What follows belongs to an exercise in optimizing a design on an open flow for small area, a short achievable clock period and few clock cycles; a production flow would make more cautious choices. Function was checked by simulation only, so behaviour that the tests miss may differ from the original. No activity file was given, so power comes from the tool's default toggle rates.

Setup of quartz:
// y_filter_top
module y_filter_top
(
	input  logic  clock,
	input  logic  reset,
	input  logic  in_valid,
	output logic  in_ready,
	input  pix_pkg::beat_t in_data,
	input  logic  in_first,
	output logic  out_valid,
	input  logic  out_ready,
	output pix_pkg::beat_t out_data
);
For scale: about 2100 cells after synthesis, ~630 flip-flops, ~29000 µm² of cells after synthesis.
export LEC_CHECK = 0
export ABC_AREA = 1
export CAP_MARGIN = 20
export CORE_MARGIN = 2
export CORE_UTILIZATION = 55
export CTS_BUF_LIST = sky130_fd_sc_hd__clkbuf_8
export CTS_CLUSTER_DIAMETER = 50
export CTS_CLUSTER_SIZE = 18
export SETUP_SLACK_MARGIN = 3.0
export SLEW_MARGIN = 20
create_clock -name core_clock -period 5.5 [get_ports {clock}]
run.sh (not shown) runs the stock make flow with config.mk's settings and CLKGATE_MAP_FILE= SYNTH_SCRIPT=/design/flow/synth_recipe.tcl, a recipe that flattens the netlist after the stock synthesis.
Testbench counts of quartz, summed over its fixed seeds: cycles 3,080.
What fjord does differently from quartz at the input level:
# quartz
export LEC_CHECK = 0
export ABC_AREA = 1
export CAP_MARGIN = 20
export CORE_MARGIN = 2
export CORE_UTILIZATION = 55
export CTS_BUF_LIST = sky130_fd_sc_hd__clkbuf_8
export CTS_CLUSTER_DIAMETER = 50
export CTS_CLUSTER_SIZE = 18
export SETUP_SLACK_MARGIN = 3.0
export SLEW_MARGIN = 20
create_clock -name core_clock -period 5.5 [get_ports {clock}]
# fjord
export LEC_CHECK = 0
export ABC_AREA = 1
export CAP_MARGIN = 20
export CORE_MARGIN = 2
export CORE_UTILIZATION = 55
export SETUP_SLACK_MARGIN = 3.0
export SLEW_MARGIN = 20
create_clock -name core_clock -period 5.5 [get_ports {clock}]
==> flow/flow/run.sh (new file) <==
#!/bin/bash
# The standard layout (standard.sh: its synthesis, floorplan, power grid,
# placement, routing), with three changes to how the layout is made:
#  - the ports are buffered with buf_2 instead of the default delay buffer,
#  - the resizer may swap a cell for one of another footprint,
#  - clock tree synthesis uses clkbuf_4, clusters of at most 10 sinks within
#    40 um, and adds no dummy loads.
# The make output goes to standard_make.log here; each ORFS step also keeps its
# own log under orfs/logs.
set -euo pipefail
export BUFFER_PORTS_ARGS="-buffer_cell sky130_fd_sc_hd__buf_2"
export CTS_ARGS="-sink_clustering_enable -repair_clock_nets -dont_use_dummy_load -sink_clustering_size 10 -sink_clustering_max_diameter 40 -root_buf sky130_fd_sc_hd__clkbuf_16 -buf_list {sky130_fd_sc_hd__clkbuf_4 sky130_fd_sc_hd__clkbuf_16} -sink_clustering_buffer sky130_fd_sc_hd__clkbuf_4"
bash standard.sh MATCH_CELL_FOOTPRINT=0 finish > standard_make.log 2>&1
==> flow/standard.sh (new file) <==
#!/bin/bash
# synth_recipe.tcl (not shown) runs the flow's synth.tcl, then flattens the netlist and writes it again
# the make line also repeats each setting of config.mk as NAME=value (left out here)
make -C /OpenROAD-flow-scripts/flow DESIGN_CONFIG=/design/flow/config.mk WORK_HOME=/design/flow/orfs CLKGATE_MAP_FILE= SYNTH_SCRIPT=/design/flow/synth_recipe.tcl "${@:-finish}"
removed: flow/run.sh
==> summary.txt <==
fjord: done, clean on timing, DRC and antenna
Looking at placement-stage cell area, fjord sits 1.6% lower than quartz does.
| clock network area share | higher: quartz |
When the final numbers for fjord and quartz were put side by side, the portion of total power attributed to the clock network turned out to be smaller in fjord.
When the final numbers for fjord and quartz were put side by side, the minimum setup slack in the final design turned out to be smaller in quartz.
#### Input delta (pepper over fjord)
# fjord
export LEC_CHECK = 0
export ABC_AREA = 1
export CAP_MARGIN = 20
export CORE_MARGIN = 2
export CORE_UTILIZATION = 55
export SETUP_SLACK_MARGIN = 3.0
export SLEW_MARGIN = 20
create_clock -name core_clock -period 5.5 [get_ports {clock}]
# pepper
export LEC_CHECK = 0
export ABC_AREA = 1
export CAP_MARGIN = 20
export CORE_MARGIN = 2
export CORE_UTILIZATION = 55
export CTS_BUF_LIST = sky130_fd_sc_hd__clkbuf_8
export CTS_CLUSTER_DIAMETER = 50
export CTS_CLUSTER_SIZE = 18
export SETUP_SLACK_MARGIN = 3.0
export SLEW_MARGIN = 20
create_clock -name core_clock -period 5.5 [get_ports {clock}]
==> flow/flow/run.sh <==
#!/bin/bash
set -euo pipefail
export BUFFER_PORTS_ARGS="-buffer_cell sky130_fd_sc_hd__buf_2"
export CTS_ARGS="-sink_clustering_enable -repair_clock_nets -dont_use_dummy_load -sink_clustering_size 10 -sink_clustering_max_diameter 40 -buf_list sky130_fd_sc_hd__clkbuf_4"
bash standard.sh MATCH_CELL_FOOTPRINT=0 finish > standard_make.log 2>&1
Findings:
The number of non-clock inverters number comes out lower for pepper vs fjord. In the flow results for pepper and fjord, the global-route usage is larger on fjord. Compared with fjord, total power in pepper decreased by a few percent. fjord vs pepper, worst setup path endpoint: out_data[17] vs out_data[1]. Going from fjord to pepper, wire length on met3 went down by 8 µm, setup slack after layout now smaller. Routed wire length on pepper is ahead of fjord.
Input-level comparison between amber and pepper:
# pepper
export LEC_CHECK = 0
export ABC_AREA = 1
export CAP_MARGIN = 20
export CORE_MARGIN = 2
export CORE_UTILIZATION = 55
export CTS_BUF_LIST = sky130_fd_sc_hd__clkbuf_8
export CTS_CLUSTER_DIAMETER = 50
export CTS_CLUSTER_SIZE = 18
export SETUP_SLACK_MARGIN = 3.0
export SLEW_MARGIN = 20
create_clock -name core_clock -period 5.5 [get_ports {clock}]
# amber
export LEC_CHECK = 0
export ABC_AREA = 1
export CAP_MARGIN = 20
export CORE_MARGIN = 2
export CORE_UTILIZATION = 55
export SETUP_SLACK_MARGIN = 3.0
export SLEW_MARGIN = 20
create_clock -name core_clock -period 5.5 [get_ports {clock}]
diff --git a/flow/flow/run.sh b/flow/flow/run.sh
--- a/flow/flow/run.sh
+++ b/flow/flow/run.sh
@@ -1,2 +1,10 @@
 #!/bin/bash
+# The standard layout (standard.sh: its synthesis, floorplan, power grid,
+# placement, routing), with three changes to how the layout is made:
+#  - the ports are buffered with buf_2 instead of the default delay buffer,
+#  - the resizer may swap a cell for one of another footprint,
+#  - clock tree synthesis uses clkbuf_4, clusters of at most 10 sinks within
+#    40 um, and adds no dummy loads.
+# The make output goes to standard_make.log here; each ORFS step also keeps its
+# own log under orfs/logs.
 set -euo pipefail
Findings:
- Diff amber..pepper | number of nets in the synthesized netlist | unchanged
- pepper -> amber: overall track demand over capacity in global routing delta 0, exact match
- Re number of clock-tree buffers in the layout: no difference whatsoever between pepper and amber.
- The share of synthesized area occupied by flip-flops and latches of pepper and that of amber are within noise of each other.
- amber vs. pepper: required time of the worst setup path stayed essentially flat, routed wire length stayed essentially flat, starting density of the core stayed essentially flat, number of cells on the worst reg-to-reg path stayed essentially flat.

[static timing again, ports no longer ideal]
No port has a modelled driver above. Below, the same layouts with a new extraction and two added sets of constraints. Step 1 assumes that a clkbuf_16 drives the clock port and a buf_2 every other input. Step 2 also shifts input and output timing later by t, the mid clock arrival at the registers, as if the neighbouring blocks saw the same clock. a / b / c = ideal / step 1 / step 2; a / b = the first two.
run | t (ns) | slack for setup (ns) | pins driven straight from the clock port
quartz | 0.683 | 2.989 / 3.001 / 2.339 | 1
fjord | 0.617 | 3.023 / 3.019 / 2.429 | 1
pepper | 0.858 | 3.008 / 2.958 / 2.332 | 1
amber | 0.858 | 3.008 / 2.958 / 2.332 | 1
After both steps every run listed still meets setup and hold.
